What follows belongs to an exercise in optimizing a design on an open flow for small area; a production flow would make more cautious choices. The RTL was checked by simulation tests, not by an equivalence proof against the original design. Power and IR drop assume default switching activity.

==> flow/design.v <==
package iida_pkg;
  localparam int CAPACITY   = 16;
  localparam int DATA_WIDTH = 32;
  localparam int CMD_W   = 3;
  localparam int POS_W   = 5;
  localparam int ELEM_W  = 32;
  localparam int RWORD_W = 32;
  localparam int STAT_W  = 2;
  localparam int COUNT_W = 5;
  localparam int CNT_W = $clog2(CAPACITY + 1);
  localparam int IDX_W = $clog2(CAPACITY);
  localparam int EXT_W = (CNT_W > POS_W) ? CNT_W : POS_W;
  localparam logic [CMD_W-1:0] CMD_APPEND  = 3'd0;
  localparam logic [CMD_W-1:0] CMD_INSERT  = 3'd1;
  localparam logic [CMD_W-1:0] CMD_READ    = 3'd2;
  localparam logic [CMD_W-1:0] CMD_REMOVE  = 3'd3;
  localparam logic [CMD_W-1:0] CMD_REPLACE = 3'd4;
  localparam logic [STAT_W-1:0] STAT_OK        = 2'd0;
  localparam logic [STAT_W-1:0] STAT_BAD_INDEX = 2'd1;
  localparam logic [STAT_W-1:0] STAT_FULL      = 2'd2;
  typedef enum logic [1:0] {
    OP_NONE,
    OP_INSERT,
    OP_REMOVE,
    OP_WRITE
  } op_e;
  typedef struct packed {
    logic              load;
    op_e               op;
    logic [EXT_W-1:0]  idx;
    logic [STAT_W-1:0] status;
    logic              hit;
  } dp_cmd_t;
  typedef struct packed {
    logic [CNT_W-1:0] used;
  } dp_sts_t;
endpackage
module iida_ctrl (
  input  logic                         clk_i,
  input  logic                         rst_ni,
  input  logic                         in_valid_i,
  output logic                         in_stall_o,
  input  logic [iida_pkg::CMD_W-1:0]   command_i,
  input  logic [iida_pkg::POS_W-1:0]   position_i,
  output logic                         out_valid_o,
  input  logic                         out_stall_i,
  input  iida_pkg::dp_sts_t            sts_i,
  output iida_pkg::dp_cmd_t            cmd_o
);
  localparam logic S_IDLE = 1'b0;
  localparam logic S_HOLD = 1'b1;
  logic state_q, state_d;
  logic accept;
  logic full;
  logic [iida_pkg::EXT_W-1:0] pos_ext, used_ext;
  assign in_stall_o  = (state_q == S_HOLD) && out_stall_i;
  assign out_valid_o = (state_q == S_HOLD);
  assign accept      = in_valid_i && !in_stall_o;
  always_comb begin
    state_d = state_q;
    if (accept) begin
      state_d = S_HOLD;
    end else if ((state_q == S_HOLD) && !out_stall_i) begin
      state_d = S_IDLE;
    end
  end
  always_ff @(posedge clk_i or negedge rst_ni) begin
    if (!rst_ni) begin
      state_q <= S_IDLE;
    end else begin
      state_q <= state_d;
    end
  end
  assign pos_ext  = iida_pkg::EXT_W'(position_i);
  assign used_ext = iida_pkg::EXT_W'(sts_i.used);
  assign full     = (used_ext == iida_pkg::EXT_W'(iida_pkg::CAPACITY));
  always_comb begin
    cmd_o        = '0;
    cmd_o.load   = accept;
    cmd_o.op     = iida_pkg::OP_NONE;
    cmd_o.idx    = pos_ext;
    cmd_o.status = iida_pkg::STAT_OK;
    cmd_o.hit    = 1'b0;
    unique case (command_i)
      iida_pkg::CMD_APPEND: begin
        if (full) begin
          cmd_o.status = iida_pkg::STAT_FULL;
        end else begin
          cmd_o.op  = iida_pkg::OP_INSERT;
          cmd_o.idx = used_ext;
        end
      end
      iida_pkg::CMD_INSERT: begin
        if (pos_ext > used_ext) begin
          cmd_o.status = iida_pkg::STAT_BAD_INDEX;
        end else if (full) begin
          cmd_o.status = iida_pkg::STAT_FULL;
        end else begin
          cmd_o.op = iida_pkg::OP_INSERT;
        end
      end
      iida_pkg::CMD_READ: begin
        if (pos_ext >= used_ext) begin
          cmd_o.status = iida_pkg::STAT_BAD_INDEX;
        end else begin
          cmd_o.hit = 1'b1;
        end
      end
      iida_pkg::CMD_REMOVE: begin
        if (pos_ext >= used_ext) begin
          cmd_o.status = iida_pkg::STAT_BAD_INDEX;
        end else begin
          cmd_o.op = iida_pkg::OP_REMOVE;
        end
      end
      iida_pkg::CMD_REPLACE: begin
        if (pos_ext >= used_ext) begin
          cmd_o.status = iida_pkg::STAT_BAD_INDEX;
        end else begin
          cmd_o.op = iida_pkg::OP_WRITE;
        end
      end
      default: begin
        cmd_o.op = iida_pkg::OP_NONE;
      end
    endcase
  end
endmodule
module iida_dp (
  input  logic                           clk_i,
  input  logic                           rst_ni,
  input  iida_pkg::dp_cmd_t              cmd_i,
  input  logic [iida_pkg::ELEM_W-1:0]    element_i,
  output iida_pkg::dp_sts_t              sts_o,
  output logic [iida_pkg::RWORD_W-1:0]   read_word_o,
  output logic                           found_o,
  output logic [iida_pkg::STAT_W-1:0]    status_o,
  output logic [iida_pkg::COUNT_W-1:0]   count_o
);
  logic [iida_pkg::DATA_WIDTH-1:0] entries_q [iida_pkg::CAPACITY];
  logic [iida_pkg::DATA_WIDTH-1:0] word;
  logic [iida_pkg::CNT_W-1:0]      used_q, used_d;
  logic [iida_pkg::EXT_W-1:0]      used_ext;
  logic [iida_pkg::DATA_WIDTH-1:0] rd_q, rd_d;
  logic                            found_q;
  logic [iida_pkg::STAT_W-1:0]     status_q;
  assign word     = iida_pkg::DATA_WIDTH'(element_i);
  assign used_ext = iida_pkg::EXT_W'(used_q);
  for (genvar i = 0; i < iida_pkg::CAPACITY; i++) begin : g_cell
    localparam logic [iida_pkg::EXT_W-1:0] CellIdx  = iida_pkg::EXT_W'(i);
    localparam logic [iida_pkg::EXT_W-1:0] CellNext = iida_pkg::EXT_W'(i + 1);
    logic [iida_pkg::DATA_WIDTH-1:0] up_w, dn_w;
    if (i > 0) begin : g_up
      assign up_w = entries_q[i-1];
    end else begin : g_up0
      assign up_w = word;
    end
    if (i < iida_pkg::CAPACITY - 1) begin : g_dn
      assign dn_w = entries_q[i+1];
    end else begin : g_dnl
      assign dn_w = entries_q[i];
    end
    always_ff @(posedge clk_i) begin
      if (cmd_i.load) begin
        unique case (cmd_i.op)
          iida_pkg::OP_INSERT: begin
            if (CellIdx == cmd_i.idx) begin
              entries_q[i] <= word;
            end else if ((CellIdx > cmd_i.idx) && (CellIdx <= used_ext)) begin
              entries_q[i] <= up_w;
            end
          end
          iida_pkg::OP_REMOVE: begin
            if ((CellIdx >= cmd_i.idx) && (CellNext < used_ext)) begin
              entries_q[i] <= dn_w;
            end
          end
          iida_pkg::OP_WRITE: begin
            if (CellIdx == cmd_i.idx) begin
              entries_q[i] <= word;
            end
          end
          default: begin
          end
        endcase
      end
    end
  end
  always_comb begin
    used_d = used_q;
    if (cmd_i.load) begin
      unique case (cmd_i.op)
        iida_pkg::OP_INSERT: used_d = used_q + 1'b1;
        iida_pkg::OP_REMOVE: used_d = used_q - 1'b1;
        default:             used_d = used_q;
      endcase
    end
  end
  assign rd_d = cmd_i.hit ? entries_q[cmd_i.idx[iida_pkg::IDX_W-1:0]]
                          : '0;
  always_ff @(posedge clk_i or negedge rst_ni) begin
    if (!rst_ni) begin
      used_q <= '0;
    end else begin
      used_q <= used_d;
    end
  end
  always_ff @(posedge clk_i) begin
    if (cmd_i.load) begin
      rd_q     <= rd_d;
      found_q  <= cmd_i.hit;
      status_q <= cmd_i.status;
    end
  end
  assign sts_o.used  = used_q;
  assign read_word_o = iida_pkg::RWORD_W'(rd_q);
  assign found_o     = found_q;
  assign status_o    = status_q;
  assign count_o     = used_ext[iida_pkg::COUNT_W-1:0];
endmodule
module indexed_insert_delete_array (
  input  logic                           clk_i,
  input  logic                           rst_ni,
  input  logic                           in_valid_i,
  output logic                           in_stall_o,
  input  logic [iida_pkg::CMD_W-1:0]     command_i,
  input  logic [iida_pkg::POS_W-1:0]     position_i,
  input  logic [iida_pkg::ELEM_W-1:0]    element_i,
  output logic                           out_valid_o,
  input  logic                           out_stall_i,
  output logic [iida_pkg::RWORD_W-1:0]   read_word_o,
  output logic                           found_o,
  output logic [iida_pkg::STAT_W-1:0]    status_o,
  output logic [iida_pkg::COUNT_W-1:0]   count_o
);
  iida_pkg::dp_cmd_t cmd;
  iida_pkg::dp_sts_t sts;
  iida_ctrl u_ctrl (
    .clk_i       (clk_i),
    .rst_ni      (rst_ni),
    .in_valid_i  (in_valid_i),
    .in_stall_o  (in_stall_o),
    .command_i   (command_i),
    .position_i  (position_i),
    .out_valid_o (out_valid_o),
    .out_stall_i (out_stall_i),
    .sts_i       (sts),
    .cmd_o       (cmd)
  );
  iida_dp u_dp (
    .clk_i       (clk_i),
    .rst_ni      (rst_ni),
    .cmd_i       (cmd),
    .element_i   (element_i),
    .sts_o       (sts),
    .read_word_o (read_word_o),
    .found_o     (found_o),
    .status_o    (status_o),
    .count_o     (count_o)
  );
endmodule
==> flow/run.sh <==
#!/bin/bash
# synth_recipe.tcl (not shown) runs the flow's synth.tcl, then flattens the netlist and writes it again
# the make line also repeats each setting of config.mk as NAME=value (left out here)
make -C /OpenROAD-flow-scripts/flow DESIGN_CONFIG=/design/flow/config.mk WORK_HOME=/design/flow/orfs CLKGATE_MAP_FILE= SYNTH_SCRIPT=/design/flow/synth_recipe.tcl finish
==> flow/config.mk <==
export PLATFORM = sky130hd
export DESIGN_NAME = indexed_insert_delete_array
export DESIGN_NICKNAME = indexed_insert_delete_array
export VERILOG_FILES = /design/flow/design.v
export SDC_FILE = /design/flow/constraint.sdc
export NUM_CORES = 4
export LEC_CHECK = 0
export CAP_MARGIN = 20
export CORE_MARGIN = 2
export CORE_UTILIZATION = 30
export SLEW_MARGIN = 20
==> flow/constraint.sdc <==
create_clock -name core_clock -period 5.0 [get_ports {clk_i}]
set_input_delay 1.0000 -clock core_clock [delete_from_list [all_inputs] [get_ports {clk_i}]]
set_output_delay 1.0000 -clock core_clock [all_outputs]
set_load 0.01 [all_outputs]
==> out/qor.yml, run 1 <==
tightest_slew_ns: 1.28
placementRows: 124
ys_warn_count: 3
grt_pass1_wl_um: 251000
grt_max_degree: 199
cts_setup_buffers: 0
syn2layout_area_growth_pct: 16.7
start_kind: "primary input"
p_leak_nw: 13.3
synth_area_leaders: "edfxtp_1 47%, a22oi_1 13%, a21oi_1 7.6%"
ys.flop_type: "edfxtp_1"
status: "timing/DRC/antenna clean"
yosysMostFrequentCell: "a22oi_1"
relSlewSlack_pct: 14.3
dr.first_iter.drc_count: 7401
rsz0062_at_grt: "false"
cts-root-buf: "clkbuf_16"
report.final.slew_viol_count: 0
place_congestion: 0.980
stdcell_count: 5038
hold_viol_final: 0
drv_cap: 0
die_w_um: 344
drive_gt1_share_pct: 14.7
fmax_mhz: 237
powerDensity_nw_per_um2: 428
antenna_found_initial: 11
synth_common_cells: "604 x a22oi_1, 547 x edfxtp_1, 525 x a21oi_1"
cts_buffers: 66
synth-async-reset-ratio_pct: 1.08
start_util_pct: 30.3
dieHeight_um: 344
viasPerCell: 6.98
cp.arrival_ns: 4.67
min_path_type: "flop to flop"
crit_type: "primary input to flop"
peakVddDrop_mv: 0.260
hold_buffers: 0
finalCritPeriodShare_pct: 84.2
finClkSkew_ns: 0.0332
yosysTopAreaCell: "edfxtp_1"
overflow: 0
final-setup-viol-count: 0
hpwl_um: 109000
core_um2: 114000
path_clk_slew_ns: 0.06
io_buffers: 85
dieArea_um2: 118000
hold_depth: 2
drtPass1Iterations: 10
crit_fanout: 21
clockBufferDepth: 3
synth-seq-cells: 553
post-route-drc-count: 0
place_inst: 4914
syn_inst: 3523
synth_area_um2: 34600
vias: 35185
cts_sinks: 553
r2r_cells: 8
gr-usage-all-layers_pct: 29.8
layout_min_cycle_time_ns: 4.21
endpoint_kind: "flop"
synth-seq-area-share_pct: 47.9
crit_required_ns: 5.46
antenna_left: 0
ioPinCount: 86
cts_tree: "done"
finalSetupTns_ns: 0
synth.avg_cell_area_um2: 9.83
drt-total-wl_um: 183000
post_cts_resize_count: 0
avgRoutedWirePerCell_um: 36.3
cts_max_level: 3
synth_edf_count: 547
clk-insertion-delay-late_ns: 0.65
nets: 3528
grt_pass1_vias: 32242
yosysUniqueCellTypes: 83
synth_top_area_share_pct: 47.4
==> worst max-delay path, cell delays in order <==
cell	delay [ns]
clkdlybuf4s50_1	0.44
ha_1	0.30
and3_1	0.18
o21ai_0	0.13
nand2_1	0.16
a211oi_1	0.09
o21bai_1	0.19
inv_1	0.11
ha_4	0.24
buf_12	0.18
nor2_4	0.91
buf_4	0.35
a22oi_1	0.08
o21ai_0	0.26
==> flip-flops by register name, indices dropped and copies added (netlist names) <==
register        flops
u_dp.found_q        1
u_dp.rd_q          32
u_dp.entries_q    512
u_dp.used_q         5
u_ctrl.state_q      1
u_dp.status_q       2
==> final timing paths <==
kind | end | startpoint | slack [ns]
min in group asynchronous | u_ctrl.state_q | rst_ni | 0.61
max in group asynchronous | u_dp.used_q[2] | rst_ni | 4.14
worst max register to register | u_dp.entries_q[4][8] | u_dp.used_q[3] | 0.87
worst min register to register | u_ctrl.state_q | u_ctrl.state_q | 0.53
worst max-delay path | u_dp.entries_q[4][19] | position_i[4] | 0.79
worst min-delay path | u_ctrl.state_q | u_ctrl.state_q | 0.53
==> per-layer routing <==
metal / global-route usage, % / vias to the layer above / routed length [µm]
li1: - / 14032 / -
met1: 38.6 / 16995 / 66100
met2: 41.5 / 3349 / 73200
met3: 12.0 / 795 / 30000
met4: 17.9 / 14 / 13400
met5: 0.0801 / - / 96
==> metrics by stage <==
step	worst slack (ns)	utilization [%]	area, µm²	hold slack, ns	power (mW)
after floorplan	0.0222	-	34800	0.540	9.36
after global placement	0.316	33.4	38200	0.523	11.8
after detailed placement	0.301	33.4	38200	0.536	11.9
after CTS	0.953	35.3	40400	0.551	16.9
after global routing	0.626	35.3	40400	0.600	17.6
final	0.789	35.3	40400	0.534	17.3
==> cell type report <==
class	count	area, µm²
Inverter	27	101
Tap cell	1512	1890
Clock inverter	35	394
Fill cell	11379	73900
Timing Repair Buffer	318	3140
Sequential cell	553	16600
Multi-Input combinational cell	2504	16500
Clock buffer	85	1820
Antenna cell	4	10.0
==> logic make-up (layout without fill, tap and decap cells) <==
family / count (synthesis) / in the layout / synth area share [%]
AOI/OAI and AO/OA: 1969 / 1969 / 35.8
and+or+nand+nor: 390 / 390 / 6.13
muxes: 126 / 126 / 3.92
other: 0 / 4 / 0
adders and majority gates: 14 / 14 / 0.506
buffers and inverters: 466 / 465 / 5.66
DFF: 553 / 553 / 47.9
xor gates and xnor gates: 5 / 5 / 0.126
==> layout by cell type, fill, tap and decap left out, types with 21 or more instances in the layout <==
master             n
a22oi_1          601
edfxtp_1         547
a21oi_1          524
o21ai_0          479
buf_4            188
nand2_1          106
clkdlybuf4s50_1   81
mux2_2            77
clkbuf_16         70
o21ai_1           64
mux2i_1           48
buf_12            45
nor2_1            39
nor2b_1           34
nand3_1           34
o22ai_1           33
o221ai_1          33
a31oi_1           28
inv_1             26
nand4_1           25
a221oi_1          22
a211oi_1          21
and2_0            21
==> power breakdown <==
group | total, mW | switching, mW | internal (mW)
Combinational | 5.79 | 4.04 | 1.75
Sequential | 6.36 | 0.464 | 5.90
Clock | 5.14 | 2.19 | 2.95
Total | 17.3 | 6.69 | 10.6
==> run 2: changes to the inputs <==
==> flow/design.v (replaced) <==
module indexed_insert_delete_array (
  input  logic        clk_i,
  input  logic        rst_ni,
  input  logic        in_valid_i,
  output logic        in_stall_o,
  input  logic [2:0]  command_i,
  input  logic [4:0]  position_i,
  input  logic [31:0] element_i,
  output logic        out_valid_o,
  input  logic        out_stall_i,
  output logic [31:0] read_word_o,
  output logic        found_o,
  output logic [1:0]  status_o,
  output logic [4:0]  count_o
);
  localparam logic [2:0] CMD_APPEND  = 3'd0;
  localparam logic [2:0] CMD_INSERT  = 3'd1;
  localparam logic [2:0] CMD_READ    = 3'd2;
  localparam logic [2:0] CMD_REMOVE  = 3'd3;
  localparam logic [2:0] CMD_REPLACE = 3'd4;
  logic        hold_q;
  logic        accept;
  logic [4:0]  used_q;
  logic [3:0]  slot_q [16];
  logic [31:0] word_q [16];
  logic [3:0]  rd_slot_q;
  logic        found_q;
  logic [1:0]  status_q;
  assign out_valid_o = hold_q;
  assign in_stall_o  = hold_q & out_stall_i;
  assign accept      = in_valid_i & ~in_stall_o;
  always_ff @(posedge clk_i or negedge rst_ni) begin
    if (!rst_ni) begin
      hold_q <= 1'b0;
    end else begin
      hold_q <= accept | (hold_q & out_stall_i);
    end
  end
  logic       full, pos_gt, pos_ge;
  logic       do_ins, do_rem, do_repl, hit;
  logic [1:0] status_d;
  logic [3:0] ins_pos;
  logic [3:0] pos_slot;
  assign full   = used_q[4];
  assign pos_gt = position_i > used_q;
  assign pos_ge = position_i >= used_q;
  always_comb begin
    do_ins   = 1'b0;
    do_rem   = 1'b0;
    do_repl  = 1'b0;
    hit      = 1'b0;
    status_d = 2'd0;
    ins_pos  = position_i[3:0];
    case (command_i)
      CMD_APPEND: begin
        ins_pos = used_q[3:0];
        if (full) status_d = 2'd2;
        else      do_ins   = 1'b1;
      end
      CMD_INSERT: begin
        if (pos_gt)    status_d = 2'd1;
        else if (full) status_d = 2'd2;
        else           do_ins   = 1'b1;
      end
      CMD_READ: begin
        if (pos_ge) status_d = 2'd1;
        else        hit      = 1'b1;
      end
      CMD_REMOVE: begin
        if (pos_ge) status_d = 2'd1;
        else        do_rem   = 1'b1;
      end
      CMD_REPLACE: begin
        if (pos_ge) status_d = 2'd1;
        else        do_repl  = 1'b1;
      end
      default: ;
    endcase
  end
  assign pos_slot = slot_q[position_i[3:0]];
  always_ff @(posedge clk_i or negedge rst_ni) begin
    if (!rst_ni) begin
      used_q <= 5'd0;
    end else if (accept & do_ins) begin
      used_q <= used_q + 5'd1;
    end else if (accept & do_rem) begin
      used_q <= used_q - 5'd1;
    end
  end
  for (genvar i = 0; i < 16; i++) begin : g_map
    logic [3:0] next;
    always_comb begin
      next = slot_q[i];
      if (do_ins) begin
        if (ins_pos == 4'(i)) begin
          next = slot_q[15];
        end else if (ins_pos < 4'(i)) begin
          next = slot_q[(i + 15) % 16];
        end
      end else if (do_rem) begin
        if (i == 15) begin
          next = pos_slot;
        end else if (position_i[3:0] <= 4'(i)) begin
          next = slot_q[(i + 1) % 16];
        end
      end
    end
    always_ff @(posedge clk_i or negedge rst_ni) begin
      if (!rst_ni) begin
        slot_q[i] <= 4'(i);
      end else if (accept) begin
        slot_q[i] <= next;
      end
    end
  end
  logic [3:0] wr_slot;
  logic       wr_en;
  assign wr_slot = do_ins ? slot_q[15] : pos_slot;
  assign wr_en   = accept & (do_ins | do_repl);
  for (genvar s = 0; s < 16; s++) begin : g_word
    always_ff @(posedge clk_i) begin
      if (wr_en && (wr_slot == 4'(s))) begin
        word_q[s] <= element_i;
      end
    end
  end
  always_ff @(posedge clk_i) begin
    if (accept) begin
      rd_slot_q <= pos_slot;
      found_q   <= hit;
      status_q  <= status_d;
    end
  end
  assign read_word_o = found_q ? word_q[rd_slot_q] : 32'd0;
  assign found_o     = found_q;
  assign status_o    = status_q;
  assign count_o     = used_q;
endmodule
==> out/qor.yml, run 2 <==
status: "timing/DRC/antenna clean"
finClkSkew_ns: 0.0374
io_buffers: 85
synth_area_um2: 25000
layout_min_cycle_time_ns: 4.79
antenna_cells: 0
largest_reg_flops: 512
viasPerCell: 5.55
start_kind: "flop"
place_congestion: 0.888
grt_max_degree: 60
synth_area_leaders: "edfxtp_1 62%, dfrtp_1 3.8%, dfstp_2 3.4%"
syn_inst: 1709
synth_common_cells: "519 x edfxtp_1, 109 x nand2_1, 104 x nor2_1"
placementRows: 105
drt-total-wl_um: 79100
synth-seq-area-share_pct: 69.4
crit_slowest_cell: "clkdlybuf4s50_1"
overflow: 0
cts_max_level: 2
relSlewSlack_pct: 39.2
cts_buffers: 58
layout_common_cells: "519 x edfxtp_1, 109 x nand2_1, 100 x a22oi_1"
yosysTopAreaCell: "edfxtp_1"
crit_type: "flop to output pin"
synth_edf_count: 519
cp.arrival_ns: 3.79
hpwl_um: 50200
die_w_um: 293
dieHeight_um: 293
min_path_type: "primary input to asynchronous set/reset pin"
clockBufferDepth: 3
yosysMostFrequentCell: "edfxtp_1"
drv_cap: 0
grt_use_met2_pct: 30.7
crit_required_ns: 4.00
drtPass1Iterations: 6
endpoint_kind: "output pin"
crit_path_cell_trace: "nand2_1 > nor2_2 > buf_4 > a22oi_1 > nand3_1 > a21oi_1 > a21boi_0 > clkdlybuf4s50_1"
gr-usage-all-layers_pct: 18.1
synth-async-reset-ratio_pct: 11.9
top_regs: "word_q: 512 flops, slot_q: 64 flops, used_q: 5 flops"
rsz0062_at_grt: "false"
ioPinCount: 86
cts-root-buf: "clkbuf_16"
dieArea_um2: 85700
dr.first_iter.drc_count: 1806
use_met3_pct: 3.41
finalCritPeriodShare_pct: 95.7
report.final.slew_viol_count: 0
top_usage_layer: "met2"
tightest_slew_ns: 0.912
path_clk_slew_ns: 0.06
yosysUniqueCellTypes: 95
hold_viol_final: 0
grt_pass1_vias: 16343
final-setup-viol-count: 0
drive_gt1_share_pct: 19.1
powerDensity_nw_per_um2: 407
core_um2: 82400
cts_sinks: 589
nets: 1903
final_common_cell: "edfxtp_1"
post-place-ws_ns: 0.382
avgRoutedWirePerCell_um: 26.6
ys_warn_count: 3
timing.final.ws_setup_ns: 0.214
post-route-drc-count: 0
p_leak_nw: 9.91
synth_top_area_share_pct: 62.3
fin_util_pct: 36.2
vias: 16485
start_util_pct: 30.4
crit_fanout: 9
reg2reg_slack_ns: 1.02
syn2layout_area_growth_pct: 19.1
synth-seq-cells: 589
antenna_found_initial: 4
grt_pass1_wl_um: 114000
regMostFlops: "word_q"
globalRouteMet1Util_pct: 23.6
peakVddDrop_mv: 0.269
finalSetupTns_ns: 0
max_stage_delay_ns: 0.69
cts_tree: "done"
ys.flop_type: "edfxtp_1"
antenna_left: 0
synth.avg_cell_area_um2: 14.6
clk-insertion-delay-late_ns: 0.65
fmax_mhz: 209
[run 2: per-layer routing]
metal  vias up  wire length, µm  part of all wire [%]
li1       7124                -                     -
met5         -               24                 0.030
met3       121             6190                   7.8
met1      8497            32100                    41
met2       737            38800                    49
met4         6             2040                   2.6
[run 2: kinds of logic after synthesis]
| group | share of synthesized area, % |
|---|---|
| flops | 69.4 |
| xor+xnor | 0.105 |
| mux | 5.73 |
| fa+ha+maj | 0.480 |
| compound gates | 15.0 |
| simple gates | 6.90 |
| buf+inv | 2.34 |
[run 2: final cells by class]
type                    instances  area [µm²]
clock buffers                  71        1540
clock inverters                38         507
fillers                      7730       52600
inverters                      19        71.3
multi-input cells             995        7250
flip-flops and latches        589       17400
well taps                    1070        1340
repair buffers                187        1730
[run 2: critical path, delay by kind of cell (launching register included)]
kind                   cells  cell delay [ns]
and+or+nand+nor            3             0.94
DFF                        1             0.65
buffers and inverters      2             1.01
AOI/OAI and AO/OA          3             0.56
[run 2: metrics by stage]
step	total power [mW]	area (µm²)	hold WS (ns)	cells
after floorplan	6.73	25000	0.459	1709
after global placement	7.52	27700	0.490	2858
after detailed placement	7.53	27700	0.504	2858
after CTS	12.2	29800	0.504	2967
after global routing	12.5	29800	0.533	2969
final	12.1	29800	0.492	2969
[run 2: repair_timing]
item	in CTS	in global routing
setup buffers	0	2
resized for setup	0	1
endpoints found under the setup margin	0	2
hold buffers	0	0
[run 2: path summary, 6_finish.rpt]
| path | depth (start not counted) | from | to |
|---|---|---|---|
| setup / recovery | 8 | rd_slot_q[1] | read_word_o[25] |
| hold / removal | 1 | rst_ni | slot_q[9][2] |
| setup reg to reg | 10 | used_q[2] | word_q[13][29] |
| hold reg to reg | 2 | slot_q[14][1] | slot_q[14][1] |
| max in group asynchronous | 2 | rst_ni | slot_q[2][1] |
| min in group core_clock | 2 | slot_q[14][1] | slot_q[14][1] |
[run 2: power breakdown]
group / internal [mW] / switching [mW] / leakage (nW)
clock network: 2.77 / 1.92 / 0.994
registers: 5.54 / 0.317 / 5.51
logic: 0.601 / 0.983 / 3.40
total: 8.91 / 3.22 / 9.91
==> run 3: changes to the inputs <==
--- a/flow/design.v
+++ b/flow/design.v
@@ -1,2 +1,43 @@
+module iida_aoi222 (
+  input  logic a0, a1, b0, b1, c0, c1,
+  output logic y
+);
+  assign y = ~((a0 & a1) | (b0 & b1) | (c0 & c1));
+endmodule
+module iida_nand2 (
+  input  logic a, b,
+  output logic y
+);
+  assign y = ~(a & b);
+endmodule
+module iida_nand6 (
+  input  logic [5:0] n,
+  output logic       y
+);
+  assign y = ~(&n);
+endmodule
+module iida_sel16 (
+  input  logic [15:0] d,
+  input  logic [15:0] sel,
+  output logic        y
+);
+  logic [5:0] n;
+  iida_aoi222 u_0 (d[0],  sel[0],  d[1],  sel[1],  d[2],  sel[2],  n[0]);
+  iida_aoi222 u_1 (d[3],  sel[3],  d[4],  sel[4],  d[5],  sel[5],  n[1]);
+  iida_aoi222 u_2 (d[6],  sel[6],  d[7],  sel[7],  d[8],  sel[8],  n[2]);
+  iida_aoi222 u_3 (d[9],  sel[9],  d[10], sel[10], d[11], sel[11], n[3]);
+  iida_aoi222 u_4 (d[12], sel[12], d[13], sel[13], d[14], sel[14], n[4]);
+  iida_nand2  u_5 (d[15], sel[15], n[5]);
+  iida_nand6  u_o (n, y);
+endmodule
+module iida_sel4 (
+  input  logic up, su, dn, sd, nw, sn, q, h,
+  output logic y
+);
+  logic n0, n1;
+  iida_aoi222 u_0 (up, su, dn, sd, nw, sn, n0);
+  iida_nand2  u_1 (q, h, n1);
+  iida_nand2  u_o (n0, n1, y);
+endmodule
 module indexed_insert_delete_array (
   input  logic        clk_i,
@@ -41,5 +82,4 @@
   logic [1:0] status_d;
   logic [3:0] ins_pos;
-  logic [3:0] pos_slot;
   assign full   = used_q[4];
   assign pos_gt = position_i > used_q;
@@ -78,5 +118,16 @@
     endcase
   end
-  assign pos_slot = slot_q[position_i[3:0]];
+  logic [15:0] pos_oh;
+  logic [3:0]  pos_slot;
+  always_comb begin
+    for (int i = 0; i < 16; i++) pos_oh[i] = position_i[3:0] == 4'(i);
+  end
+  for (genvar b = 0; b < 4; b++) begin : g_pos_slot
+    logic [15:0] col;
+    for (genvar i = 0; i < 16; i++) begin : g_col
+      assign col[i] = slot_q[i][b];
+    end
+    iida_sel16 u_sel (.d(col), .sel(pos_oh), .y(pos_slot[b]));
+  end
   always_ff @(posedge clk_i or negedge rst_ni) begin
     if (!rst_ni) begin
@@ -88,26 +139,38 @@
     end
   end
+  logic ins, rem;
+  assign ins = accept & do_ins;
+  assign rem = accept & do_rem;
   for (genvar i = 0; i < 16; i++) begin : g_map
-    logic [3:0] next;
-    always_comb begin
-      next = slot_q[i];
-      if (do_ins) begin
-        if (ins_pos == 4'(i)) begin
-          next = slot_q[15];
-        end else if (ins_pos < 4'(i)) begin
-          next = slot_q[(i + 15) % 16];
-        end
-      end else if (do_rem) begin
-        if (i == 15) begin
-          next = pos_slot;
-        end else if (position_i[3:0] <= 4'(i)) begin
-          next = slot_q[(i + 1) % 16];
-        end
-      end
+    logic       su, sd, sn, h;
+    logic [3:0] up, dn, nw, next;
+    assign su = ins & (ins_pos < 4'(i));
+    if (i < 15) begin : g_mid
+      assign sd = rem & (position_i[3:0] <= 4'(i));
+      assign sn = ins & (ins_pos == 4'(i));
+      assign dn = slot_q[i+1];
+      assign nw = slot_q[15];
+    end else begin : g_last
+      assign sd = 1'b0;
+      assign sn = rem;
+      assign dn = 4'd0;
+      assign nw = pos_slot;
+    end
+    if (i > 0) begin : g_up
+      assign up = slot_q[i-1];
+    end else begin : g_up0
+      assign up = 4'd0;
+    end
+    assign h = ~(su | sd | sn);
+    for (genvar b = 0; b < 4; b++) begin : g_bit
+      iida_sel4 u_sel (
+        .up(up[b]), .su(su), .dn(dn[b]), .sd(sd), .nw(nw[b]), .sn(sn),
+        .q(slot_q[i][b]), .h(h), .y(next[b])
+      );
     end
     always_ff @(posedge clk_i or negedge rst_ni) begin
       if (!rst_ni) begin
         slot_q[i] <= 4'(i);
-      end else if (accept) begin
+      end else begin
         slot_q[i] <= next;
       end
@@ -132,7 +195,17 @@
     end
   end
-  assign read_word_o = found_q ? word_q[rd_slot_q] : 32'd0;
-  assign found_o     = found_q;
-  assign status_o    = status_q;
-  assign count_o     = used_q;
-endmodule
+  logic [15:0] rd_oh;
+  always_comb begin
+    for (int s = 0; s < 16; s++) rd_oh[s] = found_q & (rd_slot_q == 4'(s));
+  end
+  for (genvar b = 0; b < 32; b++) begin : g_rd
+    logic [15:0] col;
+    for (genvar s = 0; s < 16; s++) begin : g_col
+      assign col[s] = word_q[s][b];
+    end
+    iida_sel16 u_sel (.d(col), .sel(rd_oh), .y(read_word_o[b]));
+  end
+  assign found_o  = found_q;
+  assign status_o = status_q;
+  assign count_o  = used_q;
+endmodule
--- a/flow/config.mk
+++ b/flow/config.mk
@@ -10,2 +10,4 @@
 export CORE_UTILIZATION = 30
 export SLEW_MARGIN = 20
+export SYNTH_HIERARCHICAL = 1
+export SYNTH_MINIMUM_KEEP_SIZE = 0
==> out/qor.yml, run 3 <==
status: "timing/DRC/antenna clean"
cts_buffers: 58
min_path_type: "flop to flop"
relSlewSlack_pct: 29.9
gr-usage-all-layers_pct: 15.8
grt_pass1_wl_um: 92700
finClkSkew_ns: 0.0176
hold_viol_final: 0
yosysMostFrequentCell: "edfxtp_1"
p_leak_nw: 8.82
clockBufferDepth: 3
syn2layout_area_growth_pct: 21.1
endpoint_kind: "output pin"
clk-insertion-delay-late_ns: 0.63
finalCritPeriodShare_pct: 93.9
crit_path_cell_trace: "nand2b_1 > nor2_4 > a222oi_1 > and4_1 > nand3_1 > clkdlybuf4s50_1"
regMostFlops: "word_q"
peakVddDrop_mv: 0.275
start_util_pct: 30.2
ys.flop_type: "edfxtp_1"
cts-root-buf: "clkbuf_16"
drv_cap: 0
post_cts_resize_count: 0
hp-start: "slot_q[5][2]"
hold_buffers: 0
report.final.slew_viol_count: 0
post-route-drc-count: 0
overflow: 0
viasPerCell: 5.66
vias: 14417
crit_type: "flop to output pin"
cp.arrival_ns: 3.69
core_um2: 74200
synth-async-reset-ratio_pct: 11.9
synth_top_area_share_pct: 69.5
io_buffers: 85
cts_tree: "done"
dieHeight_um: 277
ioPinCount: 86
final-setup-viol-count: 0
fillers: 6905
power_switching_mw: 2.77
top_regs: "word_q: 512 flops, slot_q: 64 flops, used_q: 5 flops"
p_comb_share_pct: 9.7
seqPwrFrac_pct: 52.7
fin_area_um2: 27100
synth_edf_count: 519
max_stage_delay_ns: 0.65
hpwl_um: 40800
crit_slowest_cell: "nor2_4"
dr.first_iter.drc_count: 2804
cp_num_buf_inv: 1
antenna_left: 0
synth.avg_cell_area_um2: 16.9
syn_inst: 1330
cts_setup_buffers: 0
synth-seq-cells: 589
grt_pass1_vias: 14172
die_w_um: 277
grt_max_degree: 71
drtPass1Iterations: 13
cp_top_family: "simple AND/OR/NAND/NOR gates"
place_congestion: 0.911
finalSetupTns_ns: 0
powerDensity_nw_per_um2: 412
reg2reg_slack_ns: 1.41
fmax_mhz: 213
crit_required_ns: 4.00
drive_gt1_share_pct: 13.3
avgRoutedWirePerCell_um: 24.4
regToRegStartpoint: "used_q[1]"
stdcell_count: 2546
synth-seq-area-share_pct: 77.5
synth_area_um2: 22400
ys_warn_count: 11
antenna_cells: 0
layout_common_cells: "519 x edfxtp_1, 244 x a222oi_1, 182 x nand2_1"
drt-total-wl_um: 62100
synth_area_leaders: "edfxtp_1 70%, a222oi_1 11%, dfrtp_1 4.2%"
path_clk_slew_ns: 0.06
rsz0062_at_grt: "false"
nets: 1587
largest_reg_flops: 512
antenna_found_initial: 4
yosysUniqueCellTypes: 52
cellInternalPower_mw: 8.40
cts_max_level: 2
dieArea_um2: 76900
clkPwrFrac_pct: 37.6
dpl_cell_area_um2: 25300
fin_util_pct: 36.6
yosysTopAreaCell: "edfxtp_1"
synth_common_cells: "519 x edfxtp_1, 244 x a222oi_1, 182 x nand2_1"
final_common_cell: "edfxtp_1"
placementRows: 100
startpoint: "rd_slot_q[0]"
crit_fanout: 25
start_kind: "flop"
place_inst: 2440
cts_sinks: 589
switching_share_pct: 24.8
tightest_slew_ns: 1.05
layout_min_cycle_time_ns: 4.69
run 3: changes by cell type after synthesis, sizes merged, moves of 31 or more:
cell,delta
and4,+37
buf,-36
o21ai,-81
a21oi,-43
nand2,+73
a221oi,-34
mux2,-50
mux2i,-74
a22o,-31
a222oi,+228
clkbuf,-57
a22oi,-102
run 3: path summary, 6_finish.rpt:
path	endpoint	depth (start not counted)
worst max-delay path	read_word_o[24]	6
worst min register to register	slot_q[5][2]	2
worst max register to register	word_q[7][7]	8
worst min-delay path	slot_q[5][2]	2
min in group asynchronous	slot_q[4][1]	2
max in group asynchronous	slot_q[12][0]	2
run 3: worst min-delay path: cells and delay by family, from the launching register on:
| kind | cells | cell delay, ns |
|---|---|---|
| AND/OR/NAND/NOR | 2 | 0.11 |
| flip-flops | 1 | 0.39 |
run 3: cells by family after synthesis:
family	count (synthesis)	share of synthesized area (%)
other cells	1	0.0167
buf+inv	28	0.609
xor+xnor	3	0.117
fa+ha+maj	10	0.592
simple gates	398	8.44
mux	11	0.508
compound gates	290	12.2
flops	589	77.5
run 3: area by class of cell:
class                      count  area (µm²)  area share [%]
timing repair buffer         141        1470            5.41
multi-input combinational    728        5180            19.1
clock buffer                  78        1550            5.70
tap                          969        1210            4.47
sequential                   589       17400            64.0
inverter                      15        66.3           0.244
clock inverter                26         278            1.02
run 3: modules after synthesis, one instance, submodules excluded, excerpt:
| module | cell area [µm²] | flops+latches | copies in the design | cells |
|---|---|---|---|---|
| iida_aoi222 | 10.0 | 0 | 244 | 1 |
| iida_nand2 | 3.75 | 0 | 164 | 1 |
| iida_nand6 | 13.8 | 0 | 36 | 2 |
| indexed_insert_delete_array | 18900 | 589 | 1 | 850 |
run 3: power groups by stage:
stage | sequential, mW | combinational [mW] | clock (mW)
after floorplan | 5.84 | 0.516 | 0
after global placement | 5.98 | 1.06 | 0
after detailed placement | 5.97 | 1.08 | 0
after CTS | 5.88 | 1.09 | 4.29
after global routing | 5.90 | 1.18 | 4.50
final | 5.89 | 1.08 | 4.20
run 3: metal layers:
metal / global-route usage, % / vias up / share of wire, %
li1: - / 6179 / -
met1: 22.1 / 7350 / 41
met2: 25.7 / 807 / 48
met3: 2.86 / 75 / 9.9
met4: 3.43 / 6 / 1.3
met5: 0 / - / 0.056
run 3: per-stage QoR:
step	total power [mW]	worst slack, ns	hold slack, ns
finish	11.2	0.306	0.500
global route	11.6	0.195	0.519
CTS	11.3	0.288	0.499
detailed placement	7.06	0.215	0.490
global placement	7.04	0.293	0.494
floorplan	6.35	0.363	0.456
==> run 4: changes to the inputs <==
--- a/flow/design.v
+++ b/flow/design.v
@@ -39,4 +39,12 @@
   iida_nand2  u_1 (q, h, n1);
   iida_nand2  u_o (n0, n1, y);
+endmodule
+module iida_sel3 (
+  input  logic a, sa, b, sb, q, h,
+  output logic y
+);
+  logic n0;
+  iida_aoi222 u_0 (a, sa, b, sb, q, h, n0);
+  assign y = ~n0;
 endmodule
 module indexed_insert_delete_array (
@@ -144,28 +152,36 @@
   for (genvar i = 0; i < 16; i++) begin : g_map
     logic       su, sd, sn, h;
-    logic [3:0] up, dn, nw, next;
-    assign su = ins & (ins_pos < 4'(i));
-    if (i < 15) begin : g_mid
+    logic [3:0] next;
+    if (i == 0) begin : g_first
+      assign sd = rem & (position_i[3:0] == 4'd0);
+      assign sn = ins & (ins_pos == 4'd0);
+      assign h  = ~(sd | sn);
+      for (genvar b = 0; b < 4; b++) begin : g_bit
+        iida_sel3 u_sel (
+          .a(slot_q[1][b]), .sa(sd), .b(slot_q[15][b]), .sb(sn),
+          .q(slot_q[0][b]), .h(h), .y(next[b])
+        );
+      end
+    end else if (i == 15) begin : g_last
+      assign su = ins & (ins_pos != 4'd15);
+      assign sn = rem;
+      assign h  = ~(su | sn);
+      for (genvar b = 0; b < 4; b++) begin : g_bit
+        iida_sel3 u_sel (
+          .a(slot_q[14][b]), .sa(su), .b(pos_slot[b]), .sb(sn),
+          .q(slot_q[15][b]), .h(h), .y(next[b])
+        );
+      end
+    end else begin : g_mid
+      assign su = ins & (ins_pos < 4'(i));
       assign sd = rem & (position_i[3:0] <= 4'(i));
       assign sn = ins & (ins_pos == 4'(i));
-      assign dn = slot_q[i+1];
-      assign nw = slot_q[15];
-    end else begin : g_last
-      assign sd = 1'b0;
-      assign sn = rem;
-      assign dn = 4'd0;
-      assign nw = pos_slot;
-    end
-    if (i > 0) begin : g_up
-      assign up = slot_q[i-1];
-    end else begin : g_up0
-      assign up = 4'd0;
-    end
-    assign h = ~(su | sd | sn);
-    for (genvar b = 0; b < 4; b++) begin : g_bit
-      iida_sel4 u_sel (
-        .up(up[b]), .su(su), .dn(dn[b]), .sd(sd), .nw(nw[b]), .sn(sn),
-        .q(slot_q[i][b]), .h(h), .y(next[b])
-      );
+      assign h  = ~(su | sd | sn);
+      for (genvar b = 0; b < 4; b++) begin : g_bit
+        iida_sel4 u_sel (
+          .up(slot_q[i-1][b]), .su(su), .dn(slot_q[i+1][b]), .sd(sd),
+          .nw(slot_q[15][b]), .sn(sn), .q(slot_q[i][b]), .h(h), .y(next[b])
+        );
+      end
     end
     always_ff @(posedge clk_i or negedge rst_ni) begin
--- a/flow/config.mk
+++ b/flow/config.mk
@@ -8,5 +8,8 @@
 export CAP_MARGIN = 20
 export CORE_MARGIN = 2
-export CORE_UTILIZATION = 30
+export CORE_UTILIZATION = 60
+export CTS_BUF_LIST = sky130_fd_sc_hd__clkbuf_8
+export CTS_CLUSTER_DIAMETER = 60
+export CTS_CLUSTER_SIZE = 16
 export SLEW_MARGIN = 20
 export SYNTH_HIERARCHICAL = 1
==> out/qor.yml, run 4 <==
yosysUniqueCellTypes: 56
regMostFlops: "word_q"
yosysTopAreaCell: "edfxtp_1"
syn2layout_area_growth_pct: 13.2
start_util_pct: 61.0
finClkSkew_ns: 0.0232
path_clk_slew_ns: 0.10
switching_share_pct: 22.8
drt-total-wl_um: 57000
seqPwrFrac_pct: 64.3
clockBufferDepth: 3
multi_input_area_um2: 5100
cts_buffers: 44
ys.flop_type: "edfxtp_1"
relSlewSlack_pct: 38.1
cts_tree: "done"
clk-insertion-delay-late_ns: 0.65
hold_buffers: 0
p_leak_nw: 8.36
endpoint_kind: "output pin"
report.final.slew_viol_count: 0
min_path_type: "flop to flop"
drtPass1Iterations: 11
die_w_um: 197
yosysMostFrequentCell: "edfxtp_1"
synth-seq-area-share_pct: 77.7
final-setup-viol-count: 0
startpoint: "rd_slot_q[1]"
stdcell_count: 1980
drive_gt1_share_pct: 13.8
synth.avg_cell_area_um2: 17.2
powerDensity_nw_per_um2: 335
crit_required_ns: 4.00
cts_max_level: 2
grt_max_degree: 71
cts_setup_buffers: 0
ioPinCount: 86
avgRoutedWirePerCell_um: 28.8
vias: 13944
grt_pass1_wl_um: 86000
p_comb_share_pct: 7.6
finalCritPeriodShare_pct: 94.5
rsz0062_at_grt: "false"
cellInternalPower_mw: 6.55
antenna_found_initial: 0
drv_cap: 0
crit_type: "flop to output pin"
synth_area_leaders: "edfxtp_1 70%, a222oi_1 11%, dfrtp_1 4.3%"
regToRegStartpoint: "used_q[2]"
dr.first_iter.drc_count: 2483
hpwl_um: 36400
hp-start: "slot_q[1][0]"
antenna_left: 0
hold_viol_final: 0
ys_warn_count: 11
power_switching_mw: 1.94
final_common_cell: "edfxtp_1"
syn_inst: 1304
synth-seq-cells: 589
synth_edf_count: 519
fillers: 2421
dieArea_um2: 38800
layout_common_cells: "519 x edfxtp_1, 244 x a222oi_1, 164 x nand2_1"
crit_fanout: 32
start_kind: "flop"
overflow: 0
synth-async-reset-ratio_pct: 11.9
viasPerCell: 7.04
gr-usage-all-layers_pct: 30.1
layout.area.seq_um2: 17400
placementRows: 70
total_power_mw: 8.48
synth_top_area_share_pct: 69.7
place_inst: 1906
synth_area_um2: 22400
synth_common_cells: "519 x edfxtp_1, 244 x a222oi_1, 164 x nand2_1"
peakVddDrop_mv: 0.281
cp.arrival_ns: 3.73
post-route-drc-count: 0
antenna_cells: 0
grt_pass1_vias: 13458
place_congestion: 0.964
fmax_mhz: 212
nets: 1538
largest_reg_flops: 512
layout_min_cycle_time_ns: 4.73
cts_sinks: 589
cts-root-buf: "clkbuf_8"
timing.hold.ws_ns: 0.500
post_cts_resize_count: 0
core_um2: 36700
io_buffers: 85
top_regs: "word_q: 512 flops, slot_q: 64 flops, used_q: 5 flops"
tightest_slew_ns: 0.910
clkPwrFrac_pct: 28.1
dieHeight_um: 197
status: "timing/DRC/antenna clean"
[run 4: cell type report]
type                    count  area share, %
well taps                 468           2.31
clock inverters            28          0.628
clock buffers              45           2.45
repair buffers            147           5.54
flip-flops and latches    589           68.6
inverters                  20          0.296
multi-input cells         683           20.2
[run 4: path summary, 6_finish.rpt]
path,end,cells after the start,slack [ns]
worst min register to register,slot_q[1][0],2,0.50
worst max-delay path,read_word_o[8],7,0.27
max in group asynchronous,used_q[4],2,3.88
worst max register to register,slot_q[8][1],11,1.53
worst min-delay path,slot_q[1][0],2,0.50
min in group asynchronous,slot_q[12][1],2,0.54
[run 4: through the flow]
stage          setup TNS [ns]  util [%]  setup WS, ns  instance area, µm²
2_1_floorplan          -97.13         -        -0.393               22400
3_3_place_gp                0      66.8         0.428               24500
3_5_place_dp                0      66.8         0.354               24500
4_1_cts                     0      69.0         0.286               25300
5_1_grt                     0      69.0         0.186               25300
6_report                    0      69.0         0.275               25300
[run 4: routing by layer]
metal | up-vias | GRT usage (%) | wire, µm
li1 | 6046 | - | -
met1 | 7043 | 43.8 | 23200
met2 | 761 | 47.6 | 26900
met3 | 94 | 4.83 | 5120
met5 | - | 0 | 0
met4 | 0 | 9.25 | 1760
[run 4: cells by family (layout without fill, tap and decap cells)]
logic type,after synthesis,after routing,synth area share [%]
buffers and inverters,32,240,0.604
AND/OR/NAND/NOR,374,374,8.21
XOR/XNOR,3,3,0.117
flip-flops,589,589,77.7
adder cells (fa/ha/maj),9,9,0.537
AO/OA/AOI/OAI,282,282,12.1
multiplexers,15,15,0.733
[run 4: Yosys stat by module, one instance, submodules excluded, a selection]
| module | flip-flops and latches | times used | cell area [µm²] | cells |
|---|---|---|---|---|
| iida_sel3 | 0 | 8 | 3.75 | 1 |
| iida_nand6 | 0 | 36 | 13.8 | 2 |
| iida_aoi222 | 0 | 244 | 10.0 | 1 |
| iida_nand2 | 0 | 148 | 3.75 | 1 |
| indexed_insert_delete_array | 589 | 1 | 18800 | 832 |
[run 4: worst max-delay path, cell delays in order (launching register included)]
cell	delay (ns)
edfxtp_1	0.54
nand2b_1	0.43
nor2_4	0.07
buf_4	0.26
a222oi_1	0.43
and4_1	0.39
nand3_1	0.31
clkdlybuf4s50_1	0.59
[run 4: power groups by stage]
stage / clock network (mW) / registers [mW] / logic, mW
5_1_grt: 2.61 / 5.46 / 0.701
6_report: 2.38 / 5.45 / 0.647
2_1_floorplan: 0 / 5.55 / 0.305
3_5_place_dp: 0 / 5.56 / 0.644
3_3_place_gp: 0 / 5.56 / 0.632
4_1_cts: 2.43 / 5.45 / 0.645
==> run 5: changes to the inputs <==
==> flow/flow/run.sh (new file) <==
#!/bin/bash
set -euo pipefail
export BUFFER_PORTS_ARGS="-buffer_cell sky130_fd_sc_hd__buf_1"
export RECOVER_POWER=100
bash standard.sh > standard.log 2>&1
==> flow/standard.sh (new file) <==
#!/bin/bash
# synth_recipe.tcl (not shown) runs the flow's synth.tcl, then flattens the netlist and writes it again
# the make line also repeats each setting of config.mk as NAME=value (left out here)
make -C /OpenROAD-flow-scripts/flow DESIGN_CONFIG=/design/flow/config.mk WORK_HOME=/design/flow/orfs CLKGATE_MAP_FILE= SYNTH_SCRIPT=/design/flow/synth_recipe.tcl "${@:-finish}"
removed: flow/run.sh
==> out/qor.yml, run 5 <==
final-setup-viol-count: 0
synth_common_cells: "519 x edfxtp_1, 244 x a222oi_1, 164 x nand2_1"
layout.area.seq_um2: 17400
synth-seq-cells: 589
ys_warn_count: 11
drtPass1Iterations: 13
grt_pass1_wl_um: 82900
crit_path_cell_trace: "nand2b_1 > nor2_4 > clkbuf_1 > a222oi_1 > and4_1 > nand3_1 > buf_1"
post-route-drc-count: 0
rsz0062_at_grt: "false"
cts_setup_buffers: 0
cts-root-buf: "clkbuf_8"
fin_area_um2: 24500
synth-simple-area-share_pct: 8.21
post_cts_resize_count: 0
layout_common_cells: "519 x edfxtp_1, 244 x a222oi_1, 164 x nand2_1"
synth_top_area_share_pct: 69.7
grt_max_degree: 38
regMostFlops: "word_q"
antenna_cells: 0
fillers: 2560
finalSetupTns_ns: 0
total_power_mw: 8.34
stdcell_count: 1954
yosysUniqueCellTypes: 56
tightest_slew_ns: 1.91
syn_inst: 1304
largest_reg_flops: 512
synth_compound_area_share_pct: 12.1
finalCritPeriodShare_pct: 90.8
hpwl_um: 32800
timing.hold.ws_ns: 0.504
reg2reg_slack_ns: 1.16
max_stage_delay_ns: 0.82
relSlewSlack_pct: -27.5
synth_adder_area_share_pct: 0.537
path_clk_slew_ns: 0.10
antenna_left: 0
failed_checks: "max-capacitance violations, max-slew violations"
final_common_cell: "edfxtp_1"
status: "finished with violations"
hold_depth: 2
muxShareOfSynthArea_pct: 0.733
drv_cap: 2
place_congestion: 0.944
r2r_cells: 9
dieArea_um2: 38800
dpl_cell_area_um2: 23900
io_buffers: 85
finClkSkew_ns: 0.0450
peakVddDrop_mv: 0.275
cp.arrival_ns: 3.54
hold_buffers: 0
cts_buffers: 43
yosys.area_share.xor_xnor_pct: 0.117
crit_required_ns: 4.00
dieHeight_um: 197
p_leak_nw: 7.95
hold_viol_final: 0
die_w_um: 197
yosysTopAreaCell: "edfxtp_1"
start_kind: "flop"
start_util_pct: 61.0
antenna_found_initial: 0
cts_tree: "done"
ioPinCount: 86
timing.final.ws_setup_ns: 0.458
powerDensity_nw_per_um2: 341
synth_edf_count: 519
synth_area_leaders: "edfxtp_1 70%, a222oi_1 11%, dfrtp_1 4.3%"
place_inst: 1884
viasPerCell: 7.07
dr.first_iter.drc_count: 2478
min_path_type: "flop to flop"
synth.avg_cell_area_um2: 17.2
placementRows: 70
gr-usage-all-layers_pct: 29.2
vias: 13824
yosysMostFrequentCell: "edfxtp_1"
cts_max_level: 2
cts_sinks: 589
syn2layout_area_growth_pct: 9.42
overflow: 0
layout_min_cycle_time_ns: 4.54
clockBufferDepth: 3
nets: 1515
crit_type: "flop to output pin"
synth_top_family_by_area: "compound AO/OA/AOI/OAI gates"
multi_input_area_um2: 5030
fin_util_pct: 66.7
grt_pass1_vias: 13217
ys.flop_type: "edfxtp_1"
crit_slowest_cell: "nor2_4"
synth-async-reset-ratio_pct: 11.9
synth_area_um2: 22400
top_regs: "word_q: 512 flops, slot_q: 64 flops, used_q: 5 flops"
crit_fanout: 26
post-place-ws_ns: 0.470
report.final.slew_viol_count: 73
synth-seq-area-share_pct: 77.7
clk-insertion-delay-late_ns: 0.65
fmax_mhz: 220
avgRoutedWirePerCell_um: 28.8
core_um2: 36700
endpoint_kind: "output pin"
drive_gt1_share_pct: 10.6
drt-total-wl_um: 56300
run 5: cell count changes in the layout (fill, tap and decap cells not counted), sizes merged:
cell / before / now
clkdlybuf4s50: 84 / 0
clkbuf: 45 / 97
buf: 63 / 72
inv: 44 / 40
bufinv: 1 / 2
clkinv: 2 / 1
clkinvlp: 1 / 2
run 5: final timing paths:
path,from,to
worst max-delay path,rd_slot_q[0],read_word_o[24]
min in group asynchronous,rst_ni,slot_q[10][2]
worst min register to register,slot_q[8][3],slot_q[8][3]
worst min-delay path,slot_q[8][3],slot_q[8][3]
worst max register to register,used_q[2],word_q[15][29]
max in group asynchronous,rst_ni,hold_q
run 5: worst max-delay path: cells and delay by family (launching register included):
family | cells | cell delay [ns]
AO/OA/AOI/OAI | 1 | 0.17
buffers and inverters | 2 | 0.59
flip-flops | 1 | 0.53
AND/OR/NAND/NOR | 4 | 1.58
run 5: kinds of logic (layout without fill, tap and decap cells):
| family | after synthesis | count (layout) |
|---|---|---|
| fa+ha+maj | 9 | 9 |
| compound gates | 282 | 282 |
| xor+xnor | 3 | 3 |
| mux | 15 | 15 |
| simple gates | 374 | 374 |
| buf+inv | 32 | 214 |
| flops | 589 | 589 |
run 5: final cells by class:
type / instances / share of cell area, %
Clock buffer: 44 / 2.47
Tap cell: 468 / 2.39
Clock inverter: 25 / 0.629
Inverter: 20 / 0.307
Multi-Input combinational cell: 683 / 20.5
Sequential cell: 589 / 71.0
Timing Repair Buffer: 125 / 2.67
run 5: power by group:
part / leakage, nW / internal (mW) / switching (mW)
Sequential: 5.51 / 5.39 / 0.0631
Clock: 0.453 / 0.922 / 1.44
Combinational: 1.98 / 0.168 / 0.364
Total: 7.95 / 6.48 / 1.86
run 5: per-layer routing:
layer	up-vias	share of wire [%]	routed length, µm	global-route usage, %
met5	-	0	0	0
met4	0	2.8	1570	10.3
met3	104	9.9	5580	5.46
met2	764	48	27300	47.5
met1	6960	39	21800	40.3
li1	5996	-	-	-
run 5: modules after synthesis, one instance, submodules excluded, excerpt:
module	cell area [µm²]	cells
iida_sel3	3.75	1
iida_aoi222	10.0	1
indexed_insert_delete_array	18800	832
iida_nand2	3.75	1
iida_nand6	13.8	2
==> run 6: changes to the inputs <==
==> flow/flow/run.sh (replaced) <==
#!/bin/bash
set -euo pipefail
export BUFFER_PORTS_ARGS="-buffer_cell sky130_fd_sc_hd__buf_1"
bash standard.sh > standard.log 2>&1
==> out/qor.yml, run 6 <==
path_clk_slew_ns: 0.10
peakVddDrop_mv: 0.275
cts_setup_buffers: 0
crit_type: "flop to output pin"
cts_sinks: 589
yosysMostFrequentCell: "edfxtp_1"
grt_pass1_wl_um: 82900
timing.hold.ws_ns: 0.427
synth_common_cells: "519 x edfxtp_1, 244 x a222oi_1, 164 x nand2_1"
synth-async-reset-ratio_pct: 11.9
stdcell_count: 1954
hold_viol_final: 0
report.final.slew_viol_count: 0
top_regs: "word_q: 512 flops, slot_q: 64 flops, used_q: 5 flops"
fmax_mhz: 229
grt_max_degree: 38
synth.avg_cell_area_um2: 17.2
relSlewSlack_pct: 25.8
place_inst: 1884
start_kind: "flop"
yosysTopAreaCell: "edfxtp_1"
start_util_pct: 61.0
dieArea_um2: 38800
final-setup-viol-count: 0
min_path_type: "primary input to asynchronous set/reset pin"
nets: 1515
antenna_left: 0
layout.area.seq_um2: 17400
gr-usage-all-layers_pct: 29.2
synth-seq-cells: 589
dr.first_iter.drc_count: 2495
avgRoutedWirePerCell_um: 28.8
cts_max_level: 2
multi_input_area_um2: 5110
post_cts_resize_count: 0
r2r_cells: 11
crit_required_ns: 4.00
status: "timing/DRC/antenna clean"
core_um2: 36700
finalCritPeriodShare_pct: 87.5
largest_reg_flops: 512
layout_min_cycle_time_ns: 4.38
overflow: 0
synth-seq-area-share_pct: 77.7
yosysUniqueCellTypes: 56
cts_tree: "done"
crit_fanout: 32
layout_common_cells: "519 x edfxtp_1, 244 x a222oi_1, 164 x nand2_1"
antenna_cells: 0
io_buffers: 85
antenna_found_initial: 0
syn2layout_area_growth_pct: 10.3
rsz0062_at_grt: "false"
endpoint_kind: "output pin"
synth_top_area_share_pct: 69.7
drv_cap: 0
regToRegStartpoint: "used_q[2]"
cp.arrival_ns: 3.38
p_leak_nw: 8.02
final_common_cell: "edfxtp_1"
rr_endpoint: "slot_q[8][1]"
drtPass1Iterations: 11
regMostFlops: "word_q"
viasPerCell: 7.05
die_w_um: 197
clk-insertion-delay-late_ns: 0.65
dieHeight_um: 197
drt-total-wl_um: 56300
grt_pass1_vias: 13217
ys_warn_count: 11
tightest_slew_ns: 1.11
clockBufferDepth: 3
reg2reg_slack_ns: 1.40
hold_buffers: 0
cts_buffers: 43
cts-root-buf: "clkbuf_8"
synth_area_leaders: "edfxtp_1 70%, a222oi_1 11%, dfrtp_1 4.3%"
vias: 13772
post-route-drc-count: 0
synth_edf_count: 519
syn_inst: 1304
fillers: 2532
ys.flop_type: "edfxtp_1"
ioPinCount: 86
synth_area_um2: 22400
finalSetupTns_ns: 0
hpwl_um: 32800
finClkSkew_ns: 0.0439
placementRows: 70
drive_gt1_share_pct: 12.2
powerDensity_nw_per_um2: 339
place_congestion: 0.944
run 6: cell counts after synthesis:
Identical to the previous run, type by type.
run 6: per-stage QoR:
| stage | instance area, µm² | total power, mW | utilization [%] | worst slack (ns) |
|---|---|---|---|---|
| finish | 24700 | 8.37 | 67.2 | 0.624 |
| floorplan | 22400 | 5.85 | - | -0.393 |
| CTS | 24600 | 8.41 | 67.1 | 0.553 |
| detailed placement | 23900 | 6.10 | 65.1 | 0.470 |
| global placement | 23900 | 6.09 | 65.1 | 0.567 |
| global route | 24700 | 8.63 | 67.2 | 0.447 |
run 6: area by class of cell:
cell class / instances / share of cell area, %
Clock buffer: 44 / 2.45
Clock inverter: 25 / 0.624
Inverter: 20 / 0.304
Multi-Input combinational cell: 683 / 20.7
Sequential cell: 589 / 70.4
Tap cell: 468 / 2.37
Timing Repair Buffer: 125 / 3.10
run 6: worst max path at each step:
stage / from / endpoint / slack (ns)
detailed placement: position_i[0] / word_q[15][8] / 0.47
global placement: position_i[0] / word_q[3][11] / 0.57
finish: rd_slot_q[1] / read_word_o[2] / 0.62
CTS: rd_slot_q[0] / read_word_o[24] / 0.55
floorplan: position_i[2] / word_q[12][0] / -0.39
global route: rd_slot_q[1] / read_word_o[2] / 0.45
run 6: where the power goes:
part           leakage, nW  switching (mW)  total (mW)  internal [mW]
registers             5.51          0.0634        5.45           5.39
clock network        0.453            1.44        2.36          0.922
logic                 2.05           0.374       0.549          0.175
run 6: cell families after synthesis:
logic type	share of synthesized area, %
xor+xnor	0.117
compound gates	12.1
buf+inv	0.604
fa+ha+maj	0.537
mux	0.733
simple gates	8.21
flops	77.7
run 6: modules after synthesis (local to each module, per instance), excerpt:
module	times used	cells inside	area [µm²]
iida_aoi222	244	1	10.0
iida_nand2	148	1	3.75
iida_nand6	36	2	13.8
iida_sel3	8	1	3.75
indexed_insert_delete_array	1	832	18800
run 6: worst max-delay path, stage by stage (launching register included):
cell and delay (ns):
edfxtp_1 0.53, nand2b_1 0.38, nor2_4 0.84, a222oi_1 0.37, and4_1 0.30, nand3_1 0.08, buf_1 0.21
run 6: per-layer routing:
layer / vias up / GRT usage (%) / share of wire (%)
met5: - / 0 / 0
met4: 0 / 10.3 / 2.7
met3: 102 / 5.46 / 10
met2: 749 / 47.5 / 48
met1: 6920 / 40.3 / 39
li1: 6001 / - / -
==> run 7: changes to the inputs <==
--- a/flow/design.v
+++ b/flow/design.v
@@ -11,9 +11,15 @@
   assign y = ~(a & b);
 endmodule
-module iida_nand6 (
-  input  logic [5:0] n,
-  output logic       y
-);
-  assign y = ~(&n);
+module iida_and3 (
+  input  logic a, b, c,
+  output logic y
+);
+  assign y = a & b & c;
+endmodule
+module iida_nand4 (
+  input  logic a, b, c, d,
+  output logic y
+);
+  assign y = ~(a & b & c & d);
 endmodule
 module iida_sel16 (
@@ -29,5 +35,7 @@
   iida_aoi222 u_4 (d[12], sel[12], d[13], sel[13], d[14], sel[14], n[4]);
   iida_nand2  u_5 (d[15], sel[15], n[5]);
-  iida_nand6  u_o (n, y);
+  logic       a;
+  iida_and3   u_a (n[0], n[1], n[2], a);
+  iida_nand4  u_o (a, n[3], n[4], n[5], y);
 endmodule
 module iida_sel4 (
==> flow/flow/run.sh (replaced) <==
#!/bin/bash
set -euo pipefail
export BUFFER_PORTS_ARGS="-buffer_cell sky130_fd_sc_hd__buf_1"
export RECOVER_POWER=100
export POST_GLOBAL_ROUTE_TCL="$PWD/flow/post_grt.tcl"
bash standard.sh > standard.log 2>&1
==> flow/flow/post_grt.tcl (new file) <==
# After ORFS's global-route step (which ends with power recovery, i.e.
# sizing down cells on paths with slack), fix any max slew/capacitance
# violation that the sizing left, then legalize and reroute the changed nets.
global_route -start_incremental
repair_design -slew_margin $::env(SLEW_MARGIN) -cap_margin $::env(CAP_MARGIN)
detailed_placement
global_route -end_incremental
estimate_parasitics -global_routing
puts "post_grt: slew violations [sta::max_slew_violation_count], cap violations [sta::max_capacitance_violation_count]"
report_worst_slack -max
report_worst_slack -min
--- a/flow/config.mk
+++ b/flow/config.mk
@@ -8,8 +8,9 @@
 export CAP_MARGIN = 20
 export CORE_MARGIN = 2
-export CORE_UTILIZATION = 60
+export CORE_UTILIZATION = 75
 export CTS_BUF_LIST = sky130_fd_sc_hd__clkbuf_8
 export CTS_CLUSTER_DIAMETER = 60
 export CTS_CLUSTER_SIZE = 16
+export PLACE_DENSITY = 0.85
 export SLEW_MARGIN = 20
 export SYNTH_HIERARCHICAL = 1
==> out/qor.yml, run 7 <==
status: "timing/DRC/antenna clean"
finalSetupTns_ns: 0
yosys.area_share.xor_xnor_pct: 0.118
grt_pass1_vias: 14314
cellInternalPower_mw: 6.38
yosysTopAreaCell: "edfxtp_1"
synth.avg_cell_area_um2: 17.1
synth_adder_area_share_pct: 0.539
yosysUniqueCellTypes: 51
placementRows: 63
post-route-drc-count: 0
nets: 1524
drt-total-wl_um: 56200
dieHeight_um: 176
ys_warn_count: 11
fmax_mhz: 212
layout_min_cycle_time_ns: 4.72
crit_required_ns: 4.00
cts_max_level: 2
synth_top_area_share_pct: 70.0
tightest_slew_ns: 1.13
die_w_um: 176
largest_reg_flops: 512
cts-root-buf: "clkbuf_8"
overflow: 0
report.final.slew_viol_count: 0
finClkSkew_ns: 0.0203
hpwl_um: 34100
cts_setup_buffers: 0
syn2layout_area_growth_pct: 9.27
synth_common_cells: "519 x edfxtp_1, 244 x a222oi_1, 168 x nand2_1"
io_buffers: 85
hold_buffers: 0
grt_max_degree: 38
vias: 14543
clk-insertion-delay-late_ns: 0.60
syn_inst: 1304
synth-seq-area-share_pct: 78.0
core_um2: 29400
drtPass1Iterations: 15
p_comb_share_pct: 6.1
crit_fanout: 17
start_util_pct: 75.8
final_common_cell: "edfxtp_1"
top_regs: "word_q: 512 flops, slot_q: 64 flops, used_q: 5 flops"
grt_pass1_wl_um: 83800
startpoint: "rd_slot_q[3]"
synth_area_leaders: "edfxtp_1 70%, a222oi_1 11%, dfrtp_1 4.3%"
timing.final.ws_setup_ns: 0.283
crit_type: "flop to output pin"
synth_area_um2: 22300
cp.arrival_ns: 3.72
clockBufferDepth: 3
path_clk_slew_ns: 0.10
clkPwrFrac_pct: 28.0
hold_viol_final: 0
powerDensity_nw_per_um2: 338
start_kind: "flop"
p_leak_nw: 8.08
avgRoutedWirePerCell_um: 29.7
antenna_left: 0
regToRegStartpoint: "used_q[1]"
place_congestion: 1.02
post-place-ws_ns: 0.226
synth-async-reset-ratio_pct: 11.9
ys.flop_type: "edfxtp_1"
dr.first_iter.drc_count: 3738
regMostFlops: "word_q"
layout_common_cells: "519 x edfxtp_1, 244 x a222oi_1, 170 x nand2_1"
synth_top_family_by_area: "compound AO/OA/AOI/OAI gates"
dieArea_um2: 31100
synth-simple-area-share_pct: 8.12
synth_compound_area_share_pct: 11.9
muxShareOfSynthArea_pct: 0.775
antenna_found_initial: 1
min_path_type: "primary input to asynchronous set/reset pin"
post_cts_resize_count: 0
peakVddDrop_mv: 0.245
dpl_cell_area_um2: 23600
finalCritPeriodShare_pct: 94.3
fin_area_um2: 24300
relSlewSlack_pct: 24.6
final-setup-viol-count: 0
power_switching_mw: 1.86
ioPinCount: 86
synth_edf_count: 519
endpoint_kind: "output pin"
antenna_cells: 0
viasPerCell: 7.67
yosysMostFrequentCell: "edfxtp_1"
cts_sinks: 589
cts_tree: "done"
stdcell_count: 1895
place_inst: 1810
drive_gt1_share_pct: 10.4
seqPwrFrac_pct: 65.9
synth-seq-cells: 589
cts_buffers: 43
gr-usage-all-layers_pct: 36.5
drv_cap: 0
switching_share_pct: 22.5
[run 7: cell count changes after synthesis, sizes merged, moves of 7 or more]
cell and change:
and3 +42, and4 -37, nand3 -36, nand4 +36, nand2 +7
[run 7: area by class of cell]
cell class / instances / area (µm²)
Tap cell: 390 / 488
Fill cell: 1401 / 5060
Multi-Input combinational cell: 687 / 4950
Timing Repair Buffer: 129 / 683
Sequential cell: 589 / 17400
Clock buffer: 44 / 606
Clock inverter: 35 / 155
Inverter: 21 / 78.8
[run 7: worst paths after layout]
path | to | slack (ns) | depth (start not counted)
setup reg to reg | word_q[4][27] | 0.79 | 10
hold / removal | slot_q[10][0] | 0.22 | 1
setup / recovery | read_word_o[2] | 0.28 | 7
min in group core_clock | slot_q[5][2] | 0.50 | 2
max in group asynchronous | slot_q[6][2] | 3.99 | 3
hold reg to reg | slot_q[5][2] | 0.50 | 2
[run 7: Yosys stat by module (local to each module, per instance), a selection]
module,copies in the design,cell area (µm²),flops+latches
indexed_insert_delete_array,1,18800,589
iida_aoi222,244,10.0,0
iida_and3,36,6.26,0
iida_nand4,36,6.26,0
iida_nand2,148,3.75,0
iida_sel3,8,3.75,0
[run 7: critical path: stages, from the launching register on]
cell and delay [ns]:
edfxtp_1 0.45, or3b_2 0.59, nor2_2 0.72, clkbuf_2 0.52, a222oi_1 0.25, and3_1 0.22
nand4_1 0.16, buf_1 0.19
[run 7: power by group through the flow]
| stage | clock network, mW | registers (mW) | logic [mW] |
|---|---|---|---|
| 3_3_place_gp | 0 | 5.53 | 0.480 |
| 6_report | 2.31 | 5.43 | 0.501 |
| 4_1_cts | 2.29 | 5.43 | 0.499 |
| 3_5_place_dp | 0 | 5.54 | 0.498 |
| 2_1_floorplan | 0 | 5.53 | 0.275 |
[run 7: cells by family (layout without fill, tap and decap cells)]
family	after synthesis	in the layout
compound gates	278	278
xor+xnor	3	3
fa+ha+maj	9	9
buf+inv	28	229
flops	589	589
mux	16	16
simple gates	381	381
[run 7: layer usage]
layer	GRT usage, %	wire [µm]
met1	50.0	19300
met2	57.9	27100
met3	7.06	7410
met4	17.2	2360
met5	0	13
[run 7: stage by stage]
stage               power (mW)  util [%]  hold slack [ns]
floorplan                 5.81         -            0.456
global placement          6.01      80.4            0.483
detailed placement        6.03      80.4            0.485
CTS                       8.22      83.0            0.485
finish                    8.24      82.8            0.220

[what the ideal ports hide]
The results above use ideal ports. As a check the final layouts listed here were re-extracted and re-timed, cells and wires unchanged. Step 1, drivers: a clkbuf_16 drives clk_i and a buf_2 each remaining input, both assumed. Step 2, shift: input delay + t, output delay - t, t = (earliest + latest rising clock arrival at the registers) / 2. This alone moves slack from input paths to output paths. a / b / c = no drivers / after step 1 / after step 2; a / b = the first two.
run	shift t [ns]	setup slack, ns	latest minus earliest clock arrival (ns)
run 1	0.711	0.789 / 0.836 / 0.125	0.041 / 0.042
run 2	0.689	0.214 / 0.152 / 0.256	0.037 / 0.038
run 3	0.674	0.306 / 0.250 / 0.278	0.018 / 0.018
run 4	0.688	0.275 / 0.224 / 0.376	0.028 / 0.028
run 5	0.679	0.458 / 0.409 / -0.116	0.046 / 0.046
run 6	0.680	0.624 / 0.575 / 0.480	0.047 / 0.046
run 7	0.643	0.283 / 0.234 / -0.256	0.020 / 0.020
For run 1, which loses most, drivers alone change the setup slack by +0.047 ns; drivers and shift together by -0.664 ns.
